What follows belongs to an exercise in optimizing a design on an open flow for small area, a short achievable clock period and few clock cycles per item; a production flow would make more cautious choices.
Where RTL was checked, it was by simulation tests only, not by an equivalence proof against the original.
Power figures rest on the tool's default switching activity, not on a simulated workload.

Design nearest_palette_color_unit, start of the top module:
module nearest_palette_color_unit #(
  parameter int unsigned PALETTE_SIZE = 22
) (
  input  logic        clk_i,
  input  logic        rst_ni,
  input  logic        cfg_we_i,
  input  logic [21:0] cfg_wdata_i,
  input  logic        pixel_valid_i,
  output logic        pixel_ready_o,
  input  logic [31:0] pixel_word_i,
  output logic        result_valid_o,
  input  logic        result_ready_i,
  output logic [4:0]  color_index_o,
  output logic        none_enabled_o
);
clock: 5.5 ns
lec_check: 0
abc_area: 1
cap_margin: 20
core_margin: 2
core_utilization: 40
setup_slack_margin: 2.5
slew_margin: 20
run.sh (not shown) runs the stock make flow with config.mk's settings and CLKGATE_MAP_FILE= SYNTH_SCRIPT=/design/flow/synth_recipe.tcl, a recipe that flattens the netlist after the stock synthesis.
The baseline passed the timing, design-rule and antenna checks.
Testbench counts at the start, summed over its fixed seeds: cycles 16,040, items 16,000.
==> next run, changes <==
--- a/flow/config.mk
+++ b/flow/config.mk
@@ -11,3 +11,6 @@
 export CORE_UTILIZATION = 40
-export SETUP_SLACK_MARGIN = 2.5
+export CTS_BUF_LIST = sky130_fd_sc_hd__clkbuf_16
+export CTS_CLUSTER_DIAMETER = 80
+export CTS_CLUSTER_SIZE = 30
+export SETUP_SLACK_MARGIN = 2.7
 export SLEW_MARGIN = 20
Wire length increases slightly. Maximum frequency increases slightly. Utilization increases by 1.3 points. Worst setup slack improves by 0.049 ns. Via count increases slightly. Sequential power barely changes. Cell area increases by a few percent. Area after synthesis is unchanged.
==> next run, changes <==
--- a/flow/config.mk
+++ b/flow/config.mk
@@ -11,6 +11,5 @@
 export CORE_UTILIZATION = 40
-export CTS_BUF_LIST = sky130_fd_sc_hd__clkbuf_16
-export CTS_CLUSTER_DIAMETER = 80
-export CTS_CLUSTER_SIZE = 30
-export SETUP_SLACK_MARGIN = 2.7
+export CTS_BUF_LIST = sky130_fd_sc_hd__clkbuf_8
+export CTS_CLUSTER_SIZE = 20
+export SETUP_SLACK_MARGIN = 2.6
 export SLEW_MARGIN = 20
Outcome: Routed wire length fell by 1.7%. Via count goes down by 0.74%. Die area does not change. Power climbs by 1.3%. Clock-buffer cell count goes up by 73. Clock skew grows by 0.016 ns. Synthesized area does not change. Utilization decreases by 0.74 points. Worst setup slack improved by 0.018 ns. Register-to-register slack gains 0.02 ns. Clock power is higher by 38%.
==> next run, changes <==
--- a/flow/config.mk
+++ b/flow/config.mk
@@ -8,8 +8,9 @@
 export ABC_AREA = 1
-export CAP_MARGIN = 20
+export CAP_MARGIN = 10
 export CORE_MARGIN = 2
 export CORE_UTILIZATION = 40
-export CTS_BUF_LIST = sky130_fd_sc_hd__clkbuf_8
-export CTS_CLUSTER_SIZE = 20
+export CTS_BUF_LIST = sky130_fd_sc_hd__clkbuf_16
+export CTS_CLUSTER_DIAMETER = 80
+export CTS_CLUSTER_SIZE = 30
 export SETUP_SLACK_MARGIN = 2.6
-export SLEW_MARGIN = 20
+export SLEW_MARGIN = 10
After rerunning: Setup slack loses 0.0074 ns. Wire length shrinks by 1.5%. Design area falls by 2.8%. Count of clock-buffer cells in the layout went down by 75. Register-to-register slack is about the same. Via count is lower by 1.6%. Die area does not change. Core utilization decreases by 1.3 points.

---

Another version of the RTL of nearest_palette_color_unit (not shown whole).
For scale: about 530 flip-flops, about 67 I/O pins, roughly 28000 um^2 of cells after synthesis.
==> flow/config.mk <==
export PLATFORM = sky130hd
export DESIGN_NAME = nearest_palette_color_unit
export DESIGN_NICKNAME = nearest_palette_color_unit
export VERILOG_FILES = /design/flow/design.v
export SDC_FILE = /design/flow/constraint.sdc
export NUM_CORES = 4
export LEC_CHECK = 0
export ABC_AREA = 1
export CAP_MARGIN = 20
export CORE_MARGIN = 2
export CORE_UTILIZATION = 40
export CTS_BUF_LIST = sky130_fd_sc_hd__clkbuf_16
export CTS_CLUSTER_DIAMETER = 80
export CTS_CLUSTER_SIZE = 30
export SETUP_SLACK_MARGIN = 2.6
export SLEW_MARGIN = 20
==> flow/constraint.sdc <==
create_clock -name core_clock -period 5.5 [get_ports {clk_i}]
set_input_delay 1.1000 -clock core_clock [delete_from_list [all_inputs] [get_ports {clk_i}]]
set_output_delay 1.1000 -clock core_clock [all_outputs]
set_load 0.01 [all_outputs]
Next try:
CTS_CLUSTER_SIZE = 34   (was 30)
Effect: Clock-buffer cell count stays the same; routed wire length stays flat; worst hold slack is about the same; cell count does not change; synthesized area stays the same; non-clock buffer count does not change; global-route usage stays flat; sequential cell count stays the same; setup slack stays flat.
No run of this note included a check of the RTL's function; only the layout flow was run.

---

== P ==
RTL: one of the versions met above, not the one the previous note started from.
Size: roughly 3700 cells after synthesis, ~480 flip-flops, roughly 67 I/O pins, ~27000 um^2 of cells after synthesis.
Settings: LEC_CHECK=0, ABC_AREA=1, CAP_MARGIN=20, CORE_MARGIN=2, CORE_UTILIZATION=40, CTS_BUF_LIST=sky130_fd_sc_hd__clkbuf_16, CTS_CLUSTER_DIAMETER=80, CTS_CLUSTER_SIZE=30, SETUP_SLACK_MARGIN=2.6, SLEW_MARGIN=20; clock period 5.5 ns.
Both conditions hold for P: the flow ran to the end and the final layout passed the timing, design-rule and antenna checks.
Testbench counts of P, summed over its fixed seeds: cycles 16,040, items 16,000.
Setup changes, P to T
# P
export LEC_CHECK = 0
export ABC_AREA = 1
export CAP_MARGIN = 20
export CORE_MARGIN = 2
export CORE_UTILIZATION = 40
export CTS_BUF_LIST = sky130_fd_sc_hd__clkbuf_16
export CTS_CLUSTER_DIAMETER = 80
export CTS_CLUSTER_SIZE = 30
export SETUP_SLACK_MARGIN = 2.6
export SLEW_MARGIN = 20
create_clock -name core_clock -period 5.5 [get_ports {clk_i}]
# T
export LEC_CHECK = 0
export ABC_AREA = 1
export CAP_MARGIN = 20
export CORE_MARGIN = 2
export CORE_UTILIZATION = 40
export CTS_BUF_LIST = sky130_fd_sc_hd__clkbuf_16
export CTS_CLUSTER_DIAMETER = 80
export CTS_CLUSTER_SIZE = 30
export SETUP_SLACK_MARGIN = 2.5
export SLEW_MARGIN = 20
create_clock -name core_clock -period 5.5 [get_ports {clk_i}]
Findings:
| global-route track usage on met3 | higher: T |. | worst setup slack | T vs P | 0.042 ns lower |. Summary of T over P: non-clock buffer instance count of the final layout lower; total length of routed met2 wires higher. According to the power report, total power for T is higher than for P. Per the comparison of T with P, power per standard cell area now larger; synthesis-to-layout area growth fell by 0.41 points. Sort T and P by clock share of power desc -> top: T. T -> P: fraction of area in registers flat. Cell area delta for T relative to P: 110 um^2 lower. Compared to P, T has setup fix buffers added after clock tree synthesis 6 lower. Looking at last element of the critical path, the r0_1_key[9] result is from T; the r0_13_key[10] one comes from P.

---

Starting RTL as in the previous note.
Design nearest_palette_color_unit, start of the top module:
module nearest_palette_color_unit #(
  parameter int unsigned PALETTE_SIZE = 22
) (
  input  logic        clk_i,
  input  logic        rst_ni,
  input  logic        cfg_we_i,
  input  logic [21:0] cfg_wdata_i,
  input  logic        pixel_valid_i,
  output logic        pixel_ready_o,
  input  logic [31:0] pixel_word_i,
  output logic        result_valid_o,
  input  logic        result_ready_i,
  output logic [4:0]  color_index_o,
  output logic        none_enabled_o
);
  function automatic logic [1:0] cmp_join(input logic [1:0] hi, input logic [1:0] lo);
    cmp_join = {hi[1] | (hi[0] & lo[1]), hi[1] | (hi[0] & lo[0])};
  endfunction
  function automatic logic ge_key(input logic [11:0] x, input logic [11:0] y);
    logic [23:0] p;
    logic [23:0] q;
    q = '0;
    for (int k = 0; k < 12; k++) p[2*k +: 2] = {x[k] & ~y[k], x[k] | ~y[k]};
    q[0 +: 2] = cmp_join(p[2 +: 2], p[0 +: 2]);
    q[2 +: 2] = cmp_join(p[6 +: 2], p[4 +: 2]);
    q[4 +: 2] = cmp_join(p[10 +: 2], p[8 +: 2]);
    q[6 +: 2] = cmp_join(p[14 +: 2], p[12 +: 2]);
    q[8 +: 2] = cmp_join(p[18 +: 2], p[16 +: 2]);
    q[10 +: 2] = cmp_join(p[22 +: 2], p[20 +: 2]);
    p[0 +: 2] = cmp_join(q[2 +: 2], q[0 +: 2]);
    p[2 +: 2] = cmp_join(q[6 +: 2], q[4 +: 2]);
    p[4 +: 2] = cmp_join(q[10 +: 2], q[8 +: 2]);
    q[0 +: 2] = cmp_join(p[2 +: 2], p[0 +: 2]);
    q[2 +: 2] = p[4 +: 2];
    p[0 +: 2] = cmp_join(q[2 +: 2], q[0 +: 2]);
    ge_key = p[0];
  endfunction
  logic [21:0] enable_mask_q;
  always_ff @(posedge clk_i or negedge rst_ni) begin
    if (!rst_ni) enable_mask_q <= 22'h3fffff;
    else if (cfg_we_i) enable_mask_q <= cfg_wdata_i;
  end
  logic ready_q;
  logic take_px;
  assign pixel_ready_o = ready_q;
  assign take_px = pixel_valid_i & ready_q;
  logic [23:0] px_q;
  logic [21:0] en_q;
  logic        vin_q;
  logic [30:0] lt_q;
  always_ff @(posedge clk_i) begin
    lt_q[0] <= pixel_word_i[7:0] < 8'd187;
    lt_q[1] <= pixel_word_i[7:0] < 8'd102;
    lt_q[2] <= pixel_word_i[15:8] < 8'd102;
    lt_q[3] <= pixel_word_i[23:16] < 8'd102;
    lt_q[4] <= pixel_word_i[23:16] < 8'd128;
  ...
clock: 5.5 ns
lec_check: 0
abc_area: 1
cap_margin: 20
core_margin: 2
core_utilization: 40
cts_buf_list: sky130_fd_sc_hd__clkbuf_16
cts_cluster_diameter: 80
cts_cluster_size: 34
setup_slack_margin: 2.6
slew_margin: 20
Testbench counts at the start, summed over its fixed seeds: cycles 16,040, items 16,000.
Rerun with:
Settings changed: CORE_UTILIZATION 40 to 45.
The new run completed without violations.
Via count went up by 0.67%.
Non-clock buffer count climbs by 18.
Design area came out higher by 0.64%.
Clock skew barely changes.
Setup slack loses 0.044 ns.
Flip-flop and latch count does not change.
Count of clock-buffer cells in the layout rose by 2.
Rerun with:
Settings changed: CORE_UTILIZATION 45 to 40, CTS_CLUSTER_SIZE 34 to 38.
Effect:
- clock skew hardly moves
- design area barely changes
- critical path depth came out higher by 5
- fmax came out higher slightly
- core utilization came out lower by 5.7 points
- worst hold slack barely changes
- routed wire length came out lower slightly
- flip-flop and latch count does not change
- first-iteration DRC count came out lower by a few percent
- combinational power came out lower slightly
Rerun with:
Settings changed: CTS_BUF_LIST sky130_fd_sc_hd__clkbuf_16 to not set, CTS_CLUSTER_DIAMETER 80 to not set, CTS_CLUSTER_SIZE 38 to not set.
Result: The new run ran to the end with no violations. Worst hold slack is about the same. Setup slack hardly moves. Total power rose by about 6%. Cell area rose by 1.7%. Via count rose by about 0.4%. Wire length barely changes.

what the ideal ports hide:
How much do the figures lean on ideal ports? The routed layouts below were timed once more, with nothing changed but the port constraints. Step 1 sets driving cells, clkbuf_16 on the clock port and buf_2 on the other inputs (assumed; they add their load-dependent delay and slew). Step 2 adds t to the input delays and takes it off the output delays; t is the mean of the earliest and latest rising clock arrival at the registers after step 1. Input paths then give back, and output paths get back, about the clock's delay inside the block. Slacks: ideal ports / drivers / drivers and shift; pairs: ideal ports / drivers.
| run | t, ns | slack for setup (ns) | worst setup path after step 2 | worst slew at a driven data input, ns |
|---|---|---|---|---|
| the first run of note 1 | 0.663 | 2.600 / 2.600 / 2.174 | input to register | 0.05 |
| the second run of note 1 | 0.683 | 2.649 / 2.649 / 2.263 | input to register | 0.05 |
| the third run of note 1 | 0.721 | 2.667 / 2.667 / 2.170 | input to register | 0.06 |
| the fourth run of note 1 | 0.666 | 2.660 / 2.660 / 2.201 | input to register | 0.06 |
| the first run of note 2 | 0.671 | 2.657 / 2.657 / 2.225 | input to register | 0.05 |
| the second run of note 2 | 0.678 | 2.659 / 2.659 / 2.229 | input to register | 0.05 |
| P | 0.666 | 2.660 / 2.660 / 2.201 | input to register | 0.06 |
| T | 0.683 | 2.618 / 2.618 / 2.158 | input to register | 0.05 |
| the first run of note 4 | 0.672 | 2.686 / 2.686 / 2.197 | input to register | 0.06 |
| the second run of note 4 | 0.674 | 2.642 / 2.642 / 2.146 | input to register | 0.07 |
| the third run of note 4 | 0.671 | 2.669 / 2.669 / 2.187 | input to register | 0.06 |
| the fourth run of note 4 | 0.671 | 2.666 / 2.666 / 2.157 | input to register | 0.06 |
After both steps every run listed still meets setup and hold. For the fourth run of note 4, which loses most, drivers alone change the setup slack by 0.000 ns; drivers and shift together by -0.509 ns.
